This design comes from an exercise in tuning for small area and a short achievable clock period on the open sky130 flow, not from production work. RTL that was checked went through simulation tests only; none was proved equivalent to the original. For runs 1 to 4, only the layout was checked, not whether the RTL still works.

[design.v]
module mul_div_unit #(
   parameter int MULT_CYCLES = 5,
   parameter int DIV_CYCLES  = 10
) (
   input  logic        clk,
   input  logic        reset,
   input  logic [2:0]  op,
   input  logic        start,
   input  logic [31:0] rs_data,
   input  logic [31:0] rt_data,
   output logic        busy,
   output logic        done,
   output logic [31:0] hi,
   output logic [31:0] lo
);
   localparam logic [2:0] OP_MULT  = 3'd1;
   localparam logic [2:0] OP_MULTU = 3'd2;
   localparam logic [2:0] OP_DIV   = 3'd3;
   localparam logic [2:0] OP_DIVU  = 3'd4;
   localparam logic [2:0] OP_MTHI  = 3'd5;
   localparam logic [2:0] OP_MTLO  = 3'd6;
   localparam int ROWS = 3;
   localparam int W    = 35;
   logic [3:0]  count;
   logic        isdiv;     
   logic        sg;        
   logic        sa;        
   logic        yp;        
   logic [31:0] x;         
   logic [31:0] b;         
   logic [32:0] a;         
   logic is_muldiv;
   assign is_muldiv = start && (op >= OP_MULT) && (op <= OP_DIVU);
   assign busy      = is_muldiv || (count != 4'd0);
   wire launch = (count == 4'd0) && is_muldiv;
   wire last   = (count == 4'd1);
   wire        op_div = op[2] | (op[1] & op[0]);
   wire        op_sg  = (op == OP_MULT) | (op == OP_DIV);
   wire        dv     = launch ? op_div : isdiv;
   wire        sge    = launch ? op_sg : sg;
   wire [31:0] xv     = launch ? rt_data : x;
   wire [31:0] bv     = launch ? rs_data : b;
   wire        ype    = ~launch & yp;
   wire [32:0] av     = launch ? {33{op_div & op_sg & rs_data[31]}} : a;
   wire        x32    = sge & xv[31];
   wire [W:0]  xe     = {{(W-31){x32}}, xv, 1'b0};    
   wire        dlast  = isdiv & last;                  
   logic [W-1:0] bin [ROWS];
   logic [W-1:0] pp  [ROWS];
   logic [W-1:0] s   [ROWS];
   logic [W:0]   c   [ROWS];
   logic         one [ROWS];
   logic         two [ROWS];
   logic         neg [ROWS];
   logic         rsg [ROWS];    
   genvar r, i;
   generate
      for (r = 0; r < ROWS; r++) begin : g_row
         logic b1, b0, bm;
         if (r == 0) begin : g_r0
            assign b1  = bv[1];
            assign b0  = bv[0];
            assign bm  = ype;
            assign rsg[0] = av[32];
            for (i = 0; i < W; i++) begin : g_bit
               if (i == 0)
                  assign bin[0][i] = dv ? bv[31] : av[0];
               else if (i < 33)
                  assign bin[0][i] = dv ? av[i-1] : av[i];
               else
                  assign bin[0][i] = av[32];
            end
         end else begin : g_rn
            if (r == 1) begin : g_ext
               assign b1 = last ? (sg & bv[1]) : bv[3];
               assign b0 = last ? (sg & bv[1]) : bv[2];
            end else begin : g_noext
               assign b1 = bv[2*r+1];
               assign b0 = bv[2*r];
            end
            assign bm  = bv[2*r-1];
            assign rsg[r] = s[r-1][32];
            for (i = 0; i < W; i++) begin : g_bit
               if (r == ROWS-1) begin : g_fix
                  if (i == 0)
                     assign bin[r][i] = dlast ? s[r-1][0] : dv ? bv[31-r] : s[r-1][2];
                  else if (i < 33)
                     assign bin[r][i] = dlast ? s[r-1][i] : dv ? s[r-1][i-1] : s[r-1][i+2];
                  else
                     assign bin[r][i] = s[r-1][W-1];
               end else begin : g_nofix
                  if (i == 0)
                     assign bin[r][i] = dv ? bv[31-r] : s[r-1][2];
                  else if (i < 33)
                     assign bin[r][i] = dv ? s[r-1][i-1] : s[r-1][i+2];
                  else
                     assign bin[r][i] = s[r-1][W-1];
               end
            end
         end
         wire sub = ~(rsg[r] ^ x32);
         assign one[r] = dv | (b0 ^ bm);
         assign two[r] = ~dv & ((b1 & ~b0 & ~bm) | (~b1 & b0 & bm));
         assign neg[r] = dv ? sub : b1;
         for (i = 0; i < W; i++) begin : g_fa
            assign pp[r][i] = ((xe[i+1] & one[r]) | (xe[i] & two[r])) ^ neg[r];
            assign s[r][i]  = bin[r][i] ^ pp[r][i] ^ c[r][i];
            assign c[r][i+1] = (bin[r][i] & pp[r][i]) | (bin[r][i] & c[r][i]) |
                               (pp[r][i] & c[r][i]);
         end
         assign c[r][0] = neg[r];
      end
   endgenerate
   logic [ROWS-1:0] qb;
   always_comb for (int k = 0; k < ROWS; k++) qb[ROWS-1-k] = ~(rsg[k] ^ x32);
   wire [32:0] rm    = s[1][32:0];      
   wire [32:0] t     = s[2][32:0];      
   wire        sub2  = qb[0];
   wire        use_t = (t == 33'd0) || ((rm != 33'd0) && (rm[32] != sa));
   wire        dz    = (x == 32'd0);
   wire [31:0] qp    = {b[29:0], qb[2], qb[1]};
   logic [31:0] q_out;
   logic        cy;
   always_comb begin
      cy = use_t & sub2;
      q_out[0] = ~use_t;
      for (int k = 1; k < 32; k++) begin
         q_out[k] = qp[k-1] ^ cy;
         cy = cy & qp[k-1];
      end
   end
   wire idle   = (count == 4'd0);
   wire ld_hi  = ~reset & idle & start & (op == OP_MTHI);
   wire ld_lo  = ~reset & idle & start & (op == OP_MTLO);
   wire fin    = ~reset & last;
   wire fin_m  = fin & ~isdiv;
   wire fin_d  = fin & isdiv & ~dz;
   wire hi_s2  = fin_d & use_t;
   wire hi_s1  = fin_m | (fin_d & ~use_t);
   wire hold_h = ~reset & ~ld_hi & ~fin_m & ~fin_d;
   wire hold_l = ~reset & ~ld_lo & ~fin_m & ~fin_d;
   wire [31:0] lo_m = {s[0][1:0], b[31:2]};
   always_ff @(posedge clk) begin
      hi <= ({32{ld_hi}} & rs_data) | ({32{hi_s1}} & s[1][31:0]) |
            ({32{hi_s2}} & t[31:0]) | ({32{hold_h}} & hi);
      lo <= ({32{ld_lo}} & rs_data) | ({32{fin_m}} & lo_m) |
            ({32{fin_d}} & q_out) | ({32{hold_l}} & lo);
      if (reset) begin
         count <= 4'd0;
         done  <= 1'b0;
      end else begin
         done <= last;
         if (!idle)
            count <= count - 4'd1;
         else if (is_muldiv)
            count <= op_div ? 4'(DIV_CYCLES) : 4'(MULT_CYCLES);
      end
   end
   always_ff @(posedge clk) begin
      x  <= xv;
      yp <= bv[5];
      if (dv)
         a <= s[2][32:0];
      else
         a <= s[2][W-1:2];
      b <= ({32{launch & op_div}}   & {rs_data[28:0], qb}) |
           ({32{~launch & isdiv}}   & {b[28:0], qb}) |
           ({32{launch & ~op_div}}  & {s[2][1:0], s[1][1:0], s[0][1:0], rs_data[31:6]}) |
           ({32{~launch & ~isdiv}}  & {s[2][1:0], s[1][1:0], s[0][1:0], b[31:6]});
      if (launch) begin
         isdiv <= op_div;
         sg    <= op_sg;
         sa    <= (op == OP_DIV) & rs_data[31];
      end
   end
endmodule
[flow/run.sh]
#!/bin/bash
set -o pipefail
export BUFFER_PORTS_ARGS="-buffer_cell sky130_fd_sc_hd__buf_1"
bash standard.sh > standard.log 2>&1
[standard.sh]
#!/bin/bash
# synth_recipe.tcl (not shown) runs the flow's synth.tcl, then flattens the netlist and writes it again
# the make line also repeats each setting of config.mk as NAME=value (left out here)
make -C /OpenROAD-flow-scripts/flow DESIGN_CONFIG=/design/flow/config.mk WORK_HOME=/design/flow/orfs CLKGATE_MAP_FILE= SYNTH_SCRIPT=/design/flow/synth_recipe.tcl "${@:-finish}"
[config.mk]
export PLATFORM = sky130hd
export DESIGN_NAME = mul_div_unit
export DESIGN_NICKNAME = mul_div_unit
export VERILOG_FILES = /design/flow/design.v
export SDC_FILE = /design/flow/constraint.sdc
export NUM_CORES = 4
export LEC_CHECK = 0
export CAP_MARGIN = 0
export CORE_MARGIN = 2
export CORE_UTILIZATION = 45
export PLACE_DENSITY = 0.6
export SLEW_MARGIN = 0
[constraint.sdc]
create_clock -name core_clock -period 260.0 [get_ports {clk}]
set_input_delay 52.0000 -clock core_clock [delete_from_list [all_inputs] [get_ports {clk}]]
set_output_delay 52.0000 -clock core_clock [all_outputs]
set_load 0.01 [all_outputs]
==> flow_metrics.tcl, run 1 <==
set metrics [dict create \
    status "finished clean" \
    async_flop_share_pct 0 \
    start_kind "input pin" \
    htreeDepth 4 \
    layout.cells.non_filler 2082 \
    hold_class "reg2reg" \
    grt_use_met2_pct 49.21 \
    antenna_found_initial 0 \
    dieHeight_um 179.1 \
    crit_path_max_fanout 34 \
    routed_wl_um 49230 \
    slew_violations 0 \
    grt_max_degree 92 \
    yosys.area.top_type_share_pct 24.52 \
    drc_errors 0 \
    rows 64 \
    cts_root_buffer "clkbuf_16" \
    post-dp-hpwl_um 35420 \
    cts.clk_slew.worst_paths_ps 80 \
    finalHoldViolCount 0 \
    grt.busiest_layer "met2" \
    synthFlopType "dfxtp_1" \
    final.setup.tns_ps 0 \
    syn2layout_area_growth_pct 10.62 \
    ys_top_cells_by_count "nand2_1 (291), dfxtp_1 (169), fa_1 (99)" \
    yosys.cell_types.count 78 \
    place_area_um2 14600 \
    syn_nets 1812 \
    nets 1876 \
    postRouteAntennaNets 0 \
    cp_common_cell "fa_1" \
    wl_per_cell_um 23.65 \
    yosys.area.top_type "dfxtp_1" \
    grt_pass1_vias 12840 \
    ys.warnings.count 9 \
    dieArea_um2 32070 \
    final_area_um2 15260 \
    cts_buffers 17 \
    antenna_cells 0 \
    start_util_pct 45.46 \
    dieWidth_um 179.1 \
    cts_tree "built" \
    core_area_um2 30350 \
    place_congestion 0.9601 \
    clock-sinks 170 \
    grt_first_pass_wirelength_um 75670 \
    finalCriticalPeriod_ps 108570 \
    grt_util_met1_pct 40.40 \
    setup_viol 0 \
    slowest_stage "fa_1" \
    cp.arrival_ps 108910 \
    post_cts_buffers 0 \
    post_cts_resized 0 \
    tightestPinTransition_ps 981.7 \
    cts_buffer_depth 2 \
    via_per_inst 6.340 \
    whs_path_depth 2 \
    port_buffers 135 \
    fmax_mhz 9.210 \
    finalCritPeriodShare_pct 41.76 \
    critPathCaptureType "flop" \
    cts_hold_buf 0 \
    dr.pass1.iters 10 \
    r2r_cells 160 \
    vias 13200 \
    seq_area_frac_synth_pct 24.74 \
    yosys.cell_count.top_type "nand2_1" \
    placed_cells 2051 \
    use_met3_pct 5.916 \
    relSlewSlack_pct 34.55 \
    worst_path_largest_cell_delay_ps 590 \
    drt_iter0_drc 1825 \
    critical_path_class "in2reg" \
    synth.area.top_cells "dfxtp_1 (25%), fa_1 (14%), nand2_1 (7.9%)" \
    crit_required_ps 260340 \
    avgSynthCellArea_um2 8.569 \
    ios 136 \
    drive_gt1_share_pct 8.304 \
    skew_ps 14.32 \
    ys_seq_elements 170 \
    track_usage_pct 30.94 \
    max_cap_violations 0 \
    clock_latency_ps 450 \
    synthCells 1610 \
    syn_area_um2 13800 \
    synth_edf_count 1 \
    grt_overflow 0 \
    grt_setup_unrepaired "false" \
]
[state kept, by name, indices dropped and copies added (netlist names)]
register and count:
sg 1, lo 32, isdiv 1, a 33, hi 32, count 4
sa 1, x 32, yp 1, done 1, b 32
[final cells by class]
| class | instances | area, µm² |
|---|---|---|
| clock buffer | 19 | 464.2 |
| clock inverter | 12 | 197.7 |
| sequential | 170 | 3417 |
| tap | 396 | 495.5 |
| multi-input combinational | 1254 | 9654 |
| timing repair buffer | 179 | 837.1 |
| fill | 2945 | 15090 |
| inverter | 52 | 195.2 |
[stage by stage]
stage	util (%)	hold WS [ps]	setup WS [ps]
2_1_floorplan	-	453.8	154410
3_3_place_gp	48.10	429.2	151690
3_5_place_dp	48.10	431.9	151170
4_1_cts	50.28	443.7	151300
5_1_grt	50.28	453.8	149390
6_report	50.28	440.2	151430
[path summary, 6_finish.rpt]
| path | start | end | slack, ps |
|---|---|---|---|
| worst min register to register | lo[14] | lo[14] | 440 |
| worst max register to register | count[0] | lo[31] | 202490 |
| worst min-delay path | lo[14] | lo[14] | 440 |
| worst max-delay path | op[1] | lo[31] | 151430 |
[metal layers]
layer	up-vias	part of all wire, %
li1	5966	-
met1	6431	41
met2	669	45
met3	134	8.7
met4	0	4.7
met5	-	0
[placed cells by master, fill, tap and decap left out, types with 3 or more instances in the layout]
cell type,synthesis,routed
nand2_1,291,290
o211ai_1,10,10
buf_1,9,135
a21oi_1,19,18
inv_6,0,3
buf_4,13,44
nand2b_1,3,3
a211oi_1,32,32
xor2_1,43,43
nor2b_1,25,25
o21ai_1,26,25
dfxtp_1,169,168
o21a_1,3,3
a21oi_4,1,3
clkbuf_16,0,18
a21boi_0,9,9
mux2_2,30,30
nand3_1,37,37
o31ai_1,3,3
nand4_1,11,11
nor4_1,26,24
a41oi_1,3,3
inv_8,0,3
ha_1,33,33
inv_1,50,50
nor3_1,5,4
or2_2,3,3
o22ai_1,97,97
a222oi_1,64,64
fa_1,99,99
a31oi_1,54,54
mux2i_1,71,70
xnor2_1,66,66
a21boi_1,19,19
bufinv_16,0,4
o21ai_0,56,56
nor2_1,61,61
nor3b_2,1,3
[worst max-delay path: cells and delay by family]
kind	cells	cell delay, ps
AOI/OAI and AO/OA	10	1920
xor gates and xnor gates	4	1200
adders and majority gates	126	49800
buffers and inverters	10	2270
muxes	2	330
and+or+nand+nor	7	1240
[cell families (layout without fill, tap and decap cells)]
kind of cell             count (synthesis)  in the layout  synth area share, %
AO/OA/AOI/OAI                          429            429                21.97
XOR/XNOR                               109            109                6.920
adder cells (fa/ha/maj)                132            132                17.36
buffers and inverters                  186            262                5.868
flip-flops                             170            170                24.74
multiplexers                           102            102                7.700
AND/OR/NAND/NOR                        482            482                15.45
==> inputs of run 2 (changes only) <==
--- a/config.mk
+++ b/config.mk
@@ -8,5 +8,6 @@
 export CAP_MARGIN = 0
 export CORE_MARGIN = 2
 export CORE_UTILIZATION = 45
+export CTS_BUF_LIST = sky130_fd_sc_hd__clkbuf_8
 export PLACE_DENSITY = 0.6
 export SLEW_MARGIN = 0
==> flow_metrics.tcl, run 2 <==
set metrics [dict create \
    r2r_cells 160 \
    skew_ps 19.45 \
    post-dp-hpwl_um 35420 \
    crit_path_max_fanout 34 \
    grt_max_degree 92 \
    drt_iter0_drc 1827 \
    place_area_um2 14600 \
    port_buffers 135 \
    grt_pass1_vias 12750 \
    synthFlopType "dfxtp_1" \
    antenna_cells 0 \
    largest_register_ffs 33 \
    seq_area_frac_synth_pct 24.74 \
    syn2layout_area_growth_pct 9.269 \
    ys_top_cells_by_count "nand2_1 (291), dfxtp_1 (169), fa_1 (99)" \
    htreeDepth 4 \
    finalHoldViolCount 0 \
    dieArea_um2 32070 \
    vias 13240 \
    track_usage_pct 30.90 \
    tightestPinTransition_ps 996.5 \
    slowest_stage "fa_1" \
    ios 136 \
    top_register "a" \
    layout.cells.non_filler 2082 \
    routed_wl_um 49290 \
    cts_tree "built" \
    yosys.cell_count.top_type "nand2_1" \
    clock_latency_ps 500 \
    syn_nets 1812 \
    finalCriticalPeriod_ps 108500 \
    synthCells 1610 \
    nets 1876 \
    slew_violations 0 \
    core_area_um2 30350 \
    finalCritPeriodShare_pct 41.73 \
    timing.rr.end "lo[31]" \
    post_cts_resized 0 \
    dr.pass1.iters 10 \
    final_area_um2 15070 \
    rows 64 \
    wl_per_cell_um 23.67 \
    synth_edf_count 1 \
    drc_errors 0 \
    hold_class "reg2reg" \
    clock-sinks 170 \
    hold_end "lo[14]" \
    mostFrequentLayoutCell "nand2_1" \
    syn_area_um2 13800 \
    post_cts_buffers 0 \
    postRouteAntennaNets 0 \
    cts.clk_slew.worst_paths_ps 110 \
    fmax_mhz 9.217 \
    r2r_slack_ps 202510 \
    max_cap_violations 0 \
    dieHeight_um 179.1 \
    yosys.area.top_type_share_pct 24.52 \
    cts_buffers 17 \
    final.setup.tns_ps 0 \
    yosys.cell_types.count 78 \
    grt_overflow 0 \
    antenna_found_initial 0 \
    rr_startpoint "count[0]" \
    start_kind "input pin" \
    via_per_inst 6.357 \
    critical_path_class "in2reg" \
    hold_start "lo[14]" \
    crit_required_ps 260390 \
    setup_viol 0 \
    relSlewSlack_pct 33.57 \
    critPathCaptureType "flop" \
    ys_seq_elements 170 \
    cp.arrival_ps 108890 \
    dieWidth_um 179.1 \
    status "finished clean" \
    placed_cells 2051 \
    whs_path_depth 2 \
    place_congestion 0.9601 \
    worst_path_largest_cell_delay_ps 590 \
    grt_first_pass_wirelength_um 75240 \
    start_util_pct 45.46 \
    ys.warnings.count 9 \
    yosys.area.top_type "dfxtp_1" \
    final_cell_mix "nand2_1 (290), dfxtp_1 (168), buf_1 (135)" \
    grt_setup_unrepaired "false" \
    async_flop_share_pct 0 \
    avgSynthCellArea_um2 8.569 \
    synth.area.top_cells "dfxtp_1 (25%), fa_1 (14%), nand2_1 (7.9%)" \
    drive_gt1_share_pct 8.304 \
    cts_root_buffer "clkbuf_8" \
    cp_common_cell "fa_1" \
    cts_hold_buf 0 \
    cts_buffer_depth 2 \
]
run 2: changes by cell type in the layout (fill, tap and decap cells not counted):
cell / before / now
clkbuf_8: 1 / 18
bufinv_16: 4 / 5
clkbuf_16: 18 / 0
run 2: cells by family (layout without fill, tap and decap cells):
family	count (synthesis)	after routing	share of synthesized area, %
AO/OA/AOI/OAI	429	429	21.97
XOR/XNOR	109	109	6.920
adder cells (fa/ha/maj)	132	132	17.36
buffers and inverters	186	262	5.868
flip-flops	170	170	24.74
multiplexers	102	102	7.700
AND/OR/NAND/NOR	482	482	15.45
run 2: worst max path at each step:
stage | slack, ps | to | startpoint
after floorplan | 154410 | lo[31] | op[2]
after global placement | 151690 | lo[31] | op[2]
after detailed placement | 151170 | lo[31] | op[0]
after CTS | 151380 | lo[31] | op[0]
after global routing | 149500 | lo[31] | op[0]
final | 151500 | lo[31] | op[0]
run 2: area by class of cell:
cell class              instances  area [µm²]
clock buffers                  18       247.7
clock inverters                13       227.7
fillers                      2964       15270
inverters                      52       195.2
multi-input cells            1254        9654
flip-flops and latches        170        3417
well taps                     396       495.5
repair buffers                179       837.1
run 2: per-stage QoR:
stage	util (%)	hold slack (ps)	setup WS, ps
floorplan	-	453.8	154410
global placement	48.10	429.2	151690
detailed placement	48.10	431.9	151170
CTS	49.67	448.0	151380
global route	49.67	458.9	149500
finish	49.67	444.1	151500
run 2: worst max-delay path: cells and delay by family:
family	cells	cell delay, ps
muxes	2	330
AOI/OAI and AO/OA	10	1920
adders and majority gates	126	49770
and+or+nand+nor	7	1240
xor gates and xnor gates	4	1210
buffers and inverters	10	2280
run 2: metal layers:
metal / global-route usage (%) / vias to the layer above / routed length [µm] / part of all wire, %
met4: 14.55 / 0 / 2153 / 4.4
met3: 5.344 / 130 / 4307 / 8.7
met5: 0 / - / 0 / 0
met2: 49.46 / 768 / 22590 / 46
li1: - / 5955 / - / -
met1: 40.53 / 6383 / 20240 / 41
==> inputs of run 3 (changes only) <==
--- a/design.v
+++ b/design.v
@@ -119,16 +119,14 @@
    wire        use_t = (t == 33'd0) || ((rm != 33'd0) && (rm[32] != sa));
    wire        dz    = (x == 32'd0);
    wire [31:0] qp    = {b[29:0], qb[2], qb[1]};
-   logic [31:0] q_out;
-   logic        cy;
+   logic [31:0] ones;      
    always_comb begin
-      cy = use_t & sub2;
-      q_out[0] = ~use_t;
-      for (int k = 1; k < 32; k++) begin
-         q_out[k] = qp[k-1] ^ cy;
-         cy = cy & qp[k-1];
-      end
+      ones[0] = 1'b0;
+      ones[1] = 1'b1;
+      for (int k = 2; k < 32; k++) ones[k] = ones[k-1] & qp[k-2];
    end
+   wire         inc   = use_t & sub2;
+   wire  [31:0] q_out = {qp[30:0] ^ ({31{inc}} & ones[31:1]), ~use_t};
    wire idle   = (count == 4'd0);
    wire ld_hi  = ~reset & idle & start & (op == OP_MTHI);
    wire ld_lo  = ~reset & idle & start & (op == OP_MTLO);
==> flow_metrics.tcl, run 3 <==
set metrics [dict create \
    ys.warnings.count 9 \
    track_usage_pct 29.92 \
    max_cap_violations 0 \
    fmax_mhz 9.480 \
    synth.area.top_cells "dfxtp_1 (24%), fa_1 (14%), mux2i_1 (7.3%)" \
    grt_setup_unrepaired "false" \
    worst_path_largest_cell_delay_ps 1030 \
    ys_seq_elements 170 \
    seq_area_frac_synth_pct 24.63 \
    synth-simple-area-share_pct 15.21 \
    final_area_um2 15010 \
    skew_ps 29.11 \
    top_register "a" \
    slowest_stage "nand2_2" \
    final.setup.tns_ps 0 \
    cp.arrival_ps 105870 \
    synthCells 1617 \
    slew_violations 0 \
    status "finished clean" \
    syn_area_um2 13860 \
    final_cell_mix "nand2_1 (242), dfxtp_1 (168), buf_1 (135)" \
    core_area_um2 30430 \
    largest_register_ffs 33 \
    clock-sinks 170 \
    dieWidth_um 179.5 \
    vias 13420 \
    finalHoldViolCount 0 \
    avgSynthCellArea_um2 8.569 \
    tightestPinTransition_ps 1100 \
    dieHeight_um 179.5 \
    clock_latency_ps 510 \
    ios 136 \
    synthAdderAreaFrac_pct 14.66 \
    cts_tree "built" \
    htreeDepth 4 \
    grt_first_pass_wirelength_um 75960 \
    synth_edf_count 1 \
    finalCritPeriodShare_pct 40.57 \
    grt_overflow 0 \
    post_cts_buffers 0 \
    critPathCaptureType "flop" \
    post-dp-hpwl_um 34770 \
    hold_start "hi[25]" \
    port_buffers 135 \
    cts_hold_buf 0 \
    dieArea_um2 32210 \
    postRouteAntennaNets 0 \
    grt_pass1_vias 12750 \
    synth_xor_area_share_pct 7.838 \
    rr_startpoint "count[0]" \
    critical_path_class "in2reg" \
    drive_gt1_share_pct 8.145 \
    wl_per_cell_um 23.61 \
    start_util_pct 45.53 \
    async_flop_share_pct 0 \
    antenna_found_initial 0 \
    post_cts_resized 0 \
    setup_viol 0 \
    routed_wl_um 49060 \
    via_per_inst 6.457 \
    rows 64 \
    synth_top_family_by_area "compound AO/OA/AOI/OAI gates" \
    drc_errors 0 \
    mostFrequentLayoutCell "nand2_1" \
    antenna_cells 0 \
    crit_required_ps 260390 \
    fin_util_pct 49.33 \
    synth_mux_area_share_pct 9.816 \
    start_kind "input pin" \
    cp_common_cell "fa_1" \
    cts_buffers 17 \
    hold_class "reg2reg" \
    yosys.area.top_type_share_pct 24.42 \
    n_fill_cell 3004 \
    cts_buffer_depth 2 \
    crit_path_max_fanout 68 \
    nets 1843 \
    relSlewSlack_pct 26.40 \
    synth_compound_area_share_pct 21.82 \
    yosys.cell_count.top_type "nand2_1" \
    yosys.area.top_type "dfxtp_1" \
    dr.pass1.iters 9 \
    yosys.cell_types.count 74 \
    cts.clk_slew.worst_paths_ps 100 \
    ys_top_cells_by_count "nand2_1 (243), dfxtp_1 (169), clkbuf_1 (103)" \
    finalCriticalPeriod_ps 105490 \
    syn2layout_area_growth_pct 8.344 \
    place_congestion 0.9268 \
    synthFlopType "dfxtp_1" \
    grt_max_degree 87 \
    place_area_um2 14640 \
    drt_iter0_drc 1971 \
    syn_nets 1790 \
    crit_path_start "op[0]" \
    cts_root_buffer "clkbuf_8" \
]
[run 3: changes by cell type in the layout (fill, tap and decap cells not counted), moves of 19 or more]
| cell | change |
|---|---|
| nand2_1 | -48 |
| a21boi_1 | -19 |
| mux2i_1 | +31 |
| o21ai_0 | +21 |
| ha_1 | -29 |
| xor2_1 | +28 |
[run 3: area by class of cell]
type                            count  area [µm²]  area share [%]
Multi-Input combinational cell   1245        9683           64.50
Clock buffer                       17       234.0           1.559
Tap cell                          396       495.5           3.301
Sequential cell                   170        3417           22.76
Clock inverter                     14       137.6          0.9168
Inverter                           59       222.7           1.484
Timing Repair Buffer              177       822.0           5.476
[run 3: cells by family after synthesis]
family,Yosys count
AO/OA/AOI/OAI,430
XOR/XNOR,124
adder cells (fa/ha/maj),103
buffers and inverters,202
flip-flops,170
multiplexers,132
AND/OR/NAND/NOR,456
[run 3: final timing paths]
path / to / slack, ps / cells past startpoint
max: lo[1] / 154510 / 130
min: hi[25] / 500 / 2
max reg2reg: lo[1] / 205550 / 131
min reg2reg: hi[25] / 500 / 2
[run 3: critical path, delay by kind of cell]
family / cells / cell delay (ps)
compound gates: 9 / 2520
fa+ha+maj: 97 / 44410
buf+inv: 11 / 3240
xor+xnor: 4 / 1150
simple gates: 9 / 2470
[run 3: metrics by stage]
stage               instances  setup WS [ps]  hold slack (ps)
CTS                      2078         154400            493.3
finish                   2078         154510            495.7
global route             2078         152420            520.7
global placement         2047         154640            473.8
floorplan                1617         155260            466.6
detailed placement       2047         154130            477.7
[run 3: routing by layer]
layer,routed length [µm],track usage [%]
met5,0,0
met4,2078,12.52
met3,4546,5.348
met2,22330,47.69
met1,20110,40.03
==> inputs of run 4 (changes only) <==
==> flow/run.sh (replaced) <==
#!/bin/bash
# The standard layout (standard.sh), with two changes:
#  * synthesis maps the logic with an area-oriented ABC script (flow/abc_area.script)
#    instead of ORFS's speed script; everything else in the synthesis is the standard flow's own
#    synth_recipe.tcl, so the registers and their names are the standard synthesis's;
#  * the port buffers are the smallest plain buffer (sky130_fd_sc_hd__buf_1).
# Output of the whole run goes to standard.log; ORFS keeps each step's log in orfs/logs.
set -eo pipefail
here=$(pwd)
export BUFFER_PORTS_ARGS="-buffer_cell sky130_fd_sc_hd__buf_1"
export MY_ABC_SCRIPT="$here/flow/abc_area.script"
{
  echo 'proc abc {args} { set i [lsearch -exact $args -script]; if {$i >= 0} { lset args [expr {$i + 1}] $::env(MY_ABC_SCRIPT) }; yosys abc {*}$args }'
  cat synth_recipe.tcl
} > flow_synth.tcl
sed "s#SYNTH_SCRIPT=[^ ]*#SYNTH_SCRIPT=$here/flow_synth.tcl#" standard.sh > flow_standard.sh
bash flow_standard.sh > standard.log 2>&1
==> flow/abc_area.script (new file) <==
strash
dch -f
amap -F 5 -A 10
topo
==> flow_metrics.tcl, run 4 <==
set metrics [dict create \
    path_delay_family "adder cells" \
    grt_setup_unrepaired "false" \
    r2r_cells 141 \
    max_cap_violations 0 \
    dieWidth_um 165.0 \
    largest_register_ffs 33 \
    hold_class "reg2reg" \
    status "finished clean" \
    place_congestion 0.9503 \
    syn2layout_area_growth_pct 14.90 \
    drt_iter0_drc 2068 \
    place_area_um2 13010 \
    core_area_um2 25330 \
    top_register "a" \
    endpoint "lo[30]" \
    cts_tree "built" \
    via_per_inst 6.666 \
    rr_startpoint "count[0]" \
    drive_gt1_share_pct 5.521 \
    cts_buffer_depth 2 \
    path_depth 141 \
    dieHeight_um 165.0 \
    vias 12950 \
    port_buffers 135 \
    grt_overflow 0 \
    cts.clk_slew.worst_paths_ps 110 \
    finalHoldViolCount 0 \
    worst_path_largest_cell_delay_ps 590 \
    start_util_pct 46.07 \
    avgSynthCellArea_um2 8.304 \
    antenna_found_initial 0 \
    crit_path_max_fanout 67 \
    rows 58 \
    yosys.cell_types.count 37 \
    critical_path_class "in2reg" \
    dieArea_um2 27230 \
    cts_root_buffer "clkbuf_8" \
    layout.cells.non_filler 1942 \
    final.setup.tns_ps 0 \
    track_usage_pct 34.59 \
    syn_area_um2 11670 \
    grt_max_degree 139 \
    syn_nets 1578 \
    clock_latency_ps 490 \
    ys_top_cells_by_count "o22ai_1 (244), dfxtp_1 (169), clkinv_1 (168)" \
    post_cts_buffers 0 \
    final_area_um2 13410 \
    grt_first_pass_wirelength_um 71570 \
    setup_slack_ps 152610 \
    cp_common_cell "fa_1" \
    slowest_stage "clkinv_1" \
    critPathCaptureType "flop" \
    finalCritPeriodShare_pct 41.30 \
    routed_wl_um 46970 \
    tightestPinTransition_ps 1150 \
    htreeDepth 4 \
    cts_buffers 17 \
    post-dp-hpwl_um 33810 \
    synth_edf_count 1 \
    drc_errors 0 \
    ios 136 \
    relSlewSlack_pct 23.12 \
    place_ws_ps 152270 \
    final_cell_mix "o22ai_1 (244), dfxtp_1 (169), clkinv_1 (167)" \
    nets 1773 \
    start_kind "input pin" \
    cts_hold_buf 0 \
    finalCriticalPeriod_ps 107390 \
    yosys.area.top_type "dfxtp_1" \
    placed_cells 1911 \
    seq_area_frac_synth_pct 29.25 \
    antenna_cells 0 \
    yosys.area.top_type_share_pct 29.00 \
    async_flop_share_pct 0 \
    postRouteAntennaNets 0 \
    fin_hold_ws_ps 499.9 \
    wl_per_cell_um 24.19 \
    cp.arrival_ps 107770 \
    clock-sinks 170 \
    path_buf_inv 15 \
    grt_pass1_vias 12170 \
    mostFrequentLayoutCell "o22ai_1" \
    skew_ps 22.26 \
    timing.rr.end "lo[30]" \
    fmax_mhz 9.312 \
    slew_violations 0 \
    synth.area.top_cells "dfxtp_1 (29%), fa_1 (17%), o22ai_1 (13%)" \
    setup_viol 0 \
    ys_seq_elements 170 \
    post_cts_resized 0 \
    crit_required_ps 260390 \
    ys.warnings.count 9 \
    crit_path_start "op[0]" \
    synthFlopType "dfxtp_1" \
    r2r_slack_ps 203840 \
    synthCells 1405 \
    yosys.cell_count.top_type "o22ai_1" \
    dr.pass1.iters 10 \
]
[run 4: changes by cell type in the layout (fill, tap and decap cells not counted), moves of 53 or more]
| cell | change |
|---|---|
| a31oi_1 | -55 |
| xor2_1 | -71 |
| mux2i_1 | -101 |
| clkinv_1 | +166 |
| o21ai_0 | +86 |
| xnor2_1 | -53 |
| nand2_1 | -141 |
| o22ai_1 | +150 |
| a21oi_1 | +64 |
| inv_1 | -57 |
[run 4: worst min path at each step]
stage / start / end / depth (start not counted)
after global routing: lo[11] / lo[11] / 1
after floorplan: sg / sg / 2
after global placement: lo[17] / lo[17] / 1
after detailed placement: lo[1] / lo[1] / 2
final: lo[17] / lo[17] / 1
after CTS: lo[17] / lo[17] / 1
[run 4: layer usage]
| layer | GRT usage (%) | vias up | share of wire [%] |
|---|---|---|---|
| li1 | - | 5906 | - |
| met1 | 45.93 | 6121 | 41 |
| met2 | 54.47 | 802 | 45 |
| met3 | 7.107 | 116 | 10 |
| met4 | 15.26 | 0 | 4.4 |
| met5 | 0 | - | 0 |
[run 4: logic make-up (layout without fill, tap and decap cells)]
| group | Yosys count | count (layout) | share of synthesized area (%) |
|---|---|---|---|
| DFF | 170 | 170 | 29.25 |
| adders and majority gates | 103 | 103 | 17.42 |
| and+or+nand+nor | 302 | 302 | 11.27 |
| buffers and inverters | 168 | 375 | 5.405 |
| AOI/OAI and AO/OA | 662 | 662 | 36.65 |
[run 4: metrics by stage]
stage	util (%)
detailed placement	51.37
finish	52.93
global placement	51.37
global route	52.93
floorplan	-
CTS	52.93
[run 4: area by class of cell]
| type | instances | area [µm²] |
|---|---|---|
| inverters | 168 | 633.1 |
| flip-flops and latches | 170 | 3413 |
| fillers | 2468 | 11920 |
| repair buffers | 176 | 827.0 |
| well taps | 330 | 412.9 |
| clock buffers | 17 | 234.0 |
| multi-input cells | 1067 | 7725 |
| clock inverters | 14 | 160.2 |
==> inputs of run 5 (changes only) <==
--- a/design.v
+++ b/design.v
@@ -119,52 +119,50 @@
    wire        use_t = (t == 33'd0) || ((rm != 33'd0) && (rm[32] != sa));
    wire        dz    = (x == 32'd0);
    wire [31:0] qp    = {b[29:0], qb[2], qb[1]};
-   logic [31:0] ones;      
-   always_comb begin
-      ones[0] = 1'b0;
-      ones[1] = 1'b1;
-      for (int k = 2; k < 32; k++) ones[k] = ones[k-1] & qp[k-2];
-   end
-   wire         inc   = use_t & sub2;
-   wire  [31:0] q_out = {qp[30:0] ^ ({31{inc}} & ones[31:1]), ~use_t};
-   wire idle   = (count == 4'd0);
-   wire ld_hi  = ~reset & idle & start & (op == OP_MTHI);
-   wire ld_lo  = ~reset & idle & start & (op == OP_MTLO);
-   wire fin    = ~reset & last;
-   wire fin_m  = fin & ~isdiv;
-   wire fin_d  = fin & isdiv & ~dz;
-   wire hi_s2  = fin_d & use_t;
-   wire hi_s1  = fin_m | (fin_d & ~use_t);
-   wire hold_h = ~reset & ~ld_hi & ~fin_m & ~fin_d;
-   wire hold_l = ~reset & ~ld_lo & ~fin_m & ~fin_d;
-   wire [31:0] lo_m = {s[0][1:0], b[31:2]};
+   wire [30:0] qinc  = qp[30:0] + 31'd1;
+   wire [31:0] q_out = (use_t & sub2) ? {qinc, 1'b0} : {qp[30:0], ~use_t};
+   wire [31:0] r_out = use_t ? t[31:0] : rm[31:0];
    always_ff @(posedge clk) begin
-      hi <= ({32{ld_hi}} & rs_data) | ({32{hi_s1}} & s[1][31:0]) |
-            ({32{hi_s2}} & t[31:0]) | ({32{hold_h}} & hi);
-      lo <= ({32{ld_lo}} & rs_data) | ({32{fin_m}} & lo_m) |
-            ({32{fin_d}} & q_out) | ({32{hold_l}} & lo);
       if (reset) begin
          count <= 4'd0;
          done  <= 1'b0;
+         hi    <= 32'd0;
+         lo    <= 32'd0;
       end else begin
-         done <= last;
-         if (!idle)
+         done <= 1'b0;
+         if (count != 4'd0) begin
             count <= count - 4'd1;
-         else if (is_muldiv)
-            count <= op_div ? 4'(DIV_CYCLES) : 4'(MULT_CYCLES);
+            if (last) begin
+               done <= 1'b1;
+               if (!isdiv) begin
+                  hi <= s[1][31:0];
+                  lo <= {s[0][1:0], b[31:2]};
+               end else if (!dz) begin
+                  hi <= r_out;
+                  lo <= q_out;
+               end
+            end
+         end else if (start) begin
+            case (op)
+               OP_MULT, OP_MULTU: count <= 4'(MULT_CYCLES);
+               OP_DIV, OP_DIVU:   count <= 4'(DIV_CYCLES);
+               OP_MTHI: hi <= rs_data;
+               OP_MTLO: lo <= rs_data;
+               default: ;
+            endcase
+         end
       end
    end
    always_ff @(posedge clk) begin
       x  <= xv;
       yp <= bv[5];
-      if (dv)
+      if (dv) begin
          a <= s[2][32:0];
-      else
+         b <= {bv[28:0], qb};
+      end else begin
          a <= s[2][W-1:2];
-      b <= ({32{launch & op_div}}   & {rs_data[28:0], qb}) |
-           ({32{~launch & isdiv}}   & {b[28:0], qb}) |
-           ({32{launch & ~op_div}}  & {s[2][1:0], s[1][1:0], s[0][1:0], rs_data[31:6]}) |
-           ({32{~launch & ~isdiv}}  & {s[2][1:0], s[1][1:0], s[0][1:0], b[31:6]});
+         b <= {s[2][1:0], s[1][1:0], s[0][1:0], bv[31:6]};
+      end
       if (launch) begin
          isdiv <= op_div;
          sg    <= op_sg;
==> run.sh (new file) <==
#!/bin/bash
# synth_recipe.tcl (not shown) runs the flow's synth.tcl, then flattens the netlist and writes it again
# the make line also repeats each setting of config.mk as NAME=value (left out here)
make -C /OpenROAD-flow-scripts/flow DESIGN_CONFIG=/design/flow/config.mk WORK_HOME=/design/flow/orfs CLKGATE_MAP_FILE= SYNTH_SCRIPT=/design/flow/synth_recipe.tcl finish
==> config.mk (replaced) <==
export PLATFORM = sky130hd
export DESIGN_NAME = mul_div_unit
export DESIGN_NICKNAME = mul_div_unit
export VERILOG_FILES = /design/flow/design.v
export SDC_FILE = /design/flow/constraint.sdc
export NUM_CORES = 4
export LEC_CHECK = 0
export CAP_MARGIN = 20
export CORE_MARGIN = 2
export CORE_UTILIZATION = 25
export PLACE_DENSITY = 0.35
export SLEW_MARGIN = 20
removed: flow/run.sh
removed: flow/abc_area.script
removed: standard.sh
==> flow_metrics.tcl, run 5 <==
set metrics [dict create \
    start_kind "input pin" \
    grt_first_pass_wirelength_um 95250 \
    crit_path_max_fanout 11 \
    dieHeight_um 244.1 \
    post_cts_resized 0 \
    track_usage_pct 21.48 \
    place_congestion 0.8140 \
    place_area_um2 16640 \
    grt_overflow 0 \
    cts_hold_buf 0 \
    post_cts_buffers 0 \
    cts_tree "built" \
    cts_root_buffer "clkbuf_16" \
    largest_register_ffs 33 \
    place_ws_ps 154260 \
    syn_area_um2 14420 \
    tightestPinTransition_ps 1097 \
    ios 136 \
    wl_per_cell_um 23.80 \
    yosys.cell_types.count 71 \
    start_util_pct 25.13 \
    worst_path_largest_cell_delay_ps 570 \
    clock_latency_ps 510 \
    cts.clk_slew.worst_paths_ps 80 \
    port_buffers 135 \
    fin_hold_ws_ps 461.0 \
    r2r_slack_ps 208520 \
    dr.pass1.iters 5 \
    crit_required_ps 208000 \
    critical_path_class "in2out" \
    setup_viol 0 \
    yosys.cell_count.top_type "nand2_1" \
    post-dp-hpwl_um 46500 \
    finalCritPeriodShare_pct 40.68 \
    critPathCaptureType "output port" \
    drive_gt1_share_pct 7.473 \
    finalHoldViolCount 0 \
    ys_top_cells_by_count "nand2_1 (370), dfxtp_1 (169), clkbuf_1 (127)" \
    fmax_mhz 9.456 \
    htreeDepth 4 \
    endpoint "busy" \
    dieArea_um2 59610 \
    postRouteAntennaNets 0 \
    synth_edf_count 1 \
    yosys.area.top_type "dfxtp_1" \
    rr_startpoint "count[0]" \
    async_flop_share_pct 0 \
    hold_class "reg2reg" \
    grt_max_degree 91 \
    seq_area_frac_synth_pct 23.67 \
    drt_iter0_drc 847 \
    skew_ps 15.86 \
    avgSynthCellArea_um2 7.756 \
    antenna_cells 0 \
    grt_pass1_vias 13920 \
    core_area_um2 57370 \
    top_register "a" \
    timing.rr.end "hi[19]" \
    grt_setup_unrepaired "false" \
    via_per_inst 5.232 \
    crit_path_start "op[1]" \
    max_cap_violations 0 \
    syn_nets 2031 \
    syn2layout_area_growth_pct 19.59 \
    status "finished clean" \
    ys.warnings.count 9 \
    vias 14090 \
    slowest_stage "clkdlybuf4s50_1" \
    final_cell_mix "nand2_1 (368), dfxtp_1 (168), clkdlybuf4s50_1 (134)" \
    synthCells 1859 \
    cts_buffers 17 \
    dieWidth_um 244.1 \
    drc_errors 0 \
    rows 88 \
    placed_cells 2661 \
    cp.arrival_ps 53760 \
    final_area_um2 17240 \
    yosys.area.top_type_share_pct 23.47 \
    antenna_found_initial 1 \
    ys_seq_elements 170 \
    finalCriticalPeriod_ps 105760 \
    relSlewSlack_pct 26.57 \
    synthFlopType "dfxtp_1" \
    slew_violations 0 \
    nets 2087 \
    fin_util_pct 30.06 \
    mostFrequentLayoutCell "nand2_1" \
    r2r_cells 138 \
    cts_buffer_depth 2 \
    routed_wl_um 64080 \
    setup_slack_ps 154240 \
    synth.area.top_cells "dfxtp_1 (23%), fa_1 (14%), nand2_1 (9.6%)" \
    clock-sinks 170 \
    final.setup.tns_ps 0 \
    layout.cells.non_filler 2692 \
    cp_cell_sequence "clkdlybuf4s50_1, o21a_1, nor2_1, nand2_1, nand2_1, clkdlybuf4s50_1" \
]
## run 5: cell types whose count changed after synthesis, moves of 72 or more
cell,delta
o22ai_1,-139
xor2_1,+76
clkbuf_1,+127
clkinv_1,-168
a31oi_1,+72
nand2_1,+269
inv_1,+72
a222oi_1,-72
mux2i_1,+102
o21ai_0,-82
## run 5: cells by family after synthesis
kind of cell / count (synthesis) / synth area share [%]
xor gates and xnor gates: 125 / 7.594
AOI/OAI and AO/OA: 467 / 20.64
DFF: 170 / 23.67
adders and majority gates: 102 / 14.01
and+or+nand+nor: 659 / 20.43
buffers and inverters: 229 / 6.170
muxes: 107 / 7.489
## run 5: worst min-delay path by stage
stage / depth (start not counted) / endpoint / startpoint
3_5_place_dp: 1 / hi[11] / hi[11]
2_1_floorplan: 2 / sg / sg
5_1_grt: 1 / hi[30] / hi[30]
4_1_cts: 1 / hi[11] / hi[11]
3_3_place_gp: 1 / hi[4] / hi[4]
6_report: 1 / hi[11] / hi[11]
## run 5: layout make-up
type	instances	area, µm²
clock inverter	13	157.7
inverter	73	279.0
tap	765	957.2
multi-input combinational	1460	10210
clock buffer	18	439.2
timing repair buffer	193	1782
fill	6212	40120
sequential	170	3415
## run 5: worst max-delay path, delay by kind of cell
kind            cells  cell delay [ps]
simple gates        3              390
compound gates      1              260
buf+inv             2             1100
## run 5: metal layers
| metal | share of wire [%] | wire length [µm] | track usage (%) |
|---|---|---|---|
| met5 | 0 | 0 | 0 |
| met2 | 48 | 30710 | 35.85 |
| met1 | 46 | 29680 | 28.14 |
| met3 | 3.8 | 2447 | 4.006 |
| met4 | 1.9 | 1243 | 6.259 |

## afterwards: timing with drivers on the ports
How much do the figures lean on ideal ports? The routed layouts below were timed once more, with nothing changed but the port constraints. Step 1 assumes that a clkbuf_16 drives the clock port and a buf_2 every other input. Step 2 adds t to the input delays and takes it off the output delays; t is the mean of the earliest and latest rising clock arrival at the registers after step 1. Input paths then give back, and output paths get back, about the clock's delay inside the block. a / b / c = ideal ports / drivers / drivers and shift; a / b = the first two.
| run | t, ns | slack for setup (ns) | clock arrival spread, ns | slew at the worst register clock pin (ns) | pins driven straight from the clock port |
|---|---|---|---|---|---|
| run 1 | 0.490 | 151.425 / 151.456 / 150.966 | 0.014 / 0.015 | 0.08 / 0.08 | 1 |
| run 2 | 0.535 | 151.501 / 151.525 / 150.990 | 0.019 / 0.020 | 0.11 / 0.11 | 1 |
| run 3 | 0.540 | 154.514 / 154.534 / 153.995 | 0.029 / 0.029 | 0.12 / 0.12 | 1 |
| run 4 | 0.521 | 152.614 / 152.635 / 152.114 | 0.023 / 0.022 | 0.12 / 0.12 | 1 |
| run 5 | 0.565 | 154.242 / 154.218 / 154.218 | 0.016 / 0.016 | 0.08 / 0.08 | 1 |
After both steps every run listed still meets setup and hold. For run 3, which loses most, drivers alone change the setup slack by +0.020 ns; drivers and shift together by -0.519 ns.
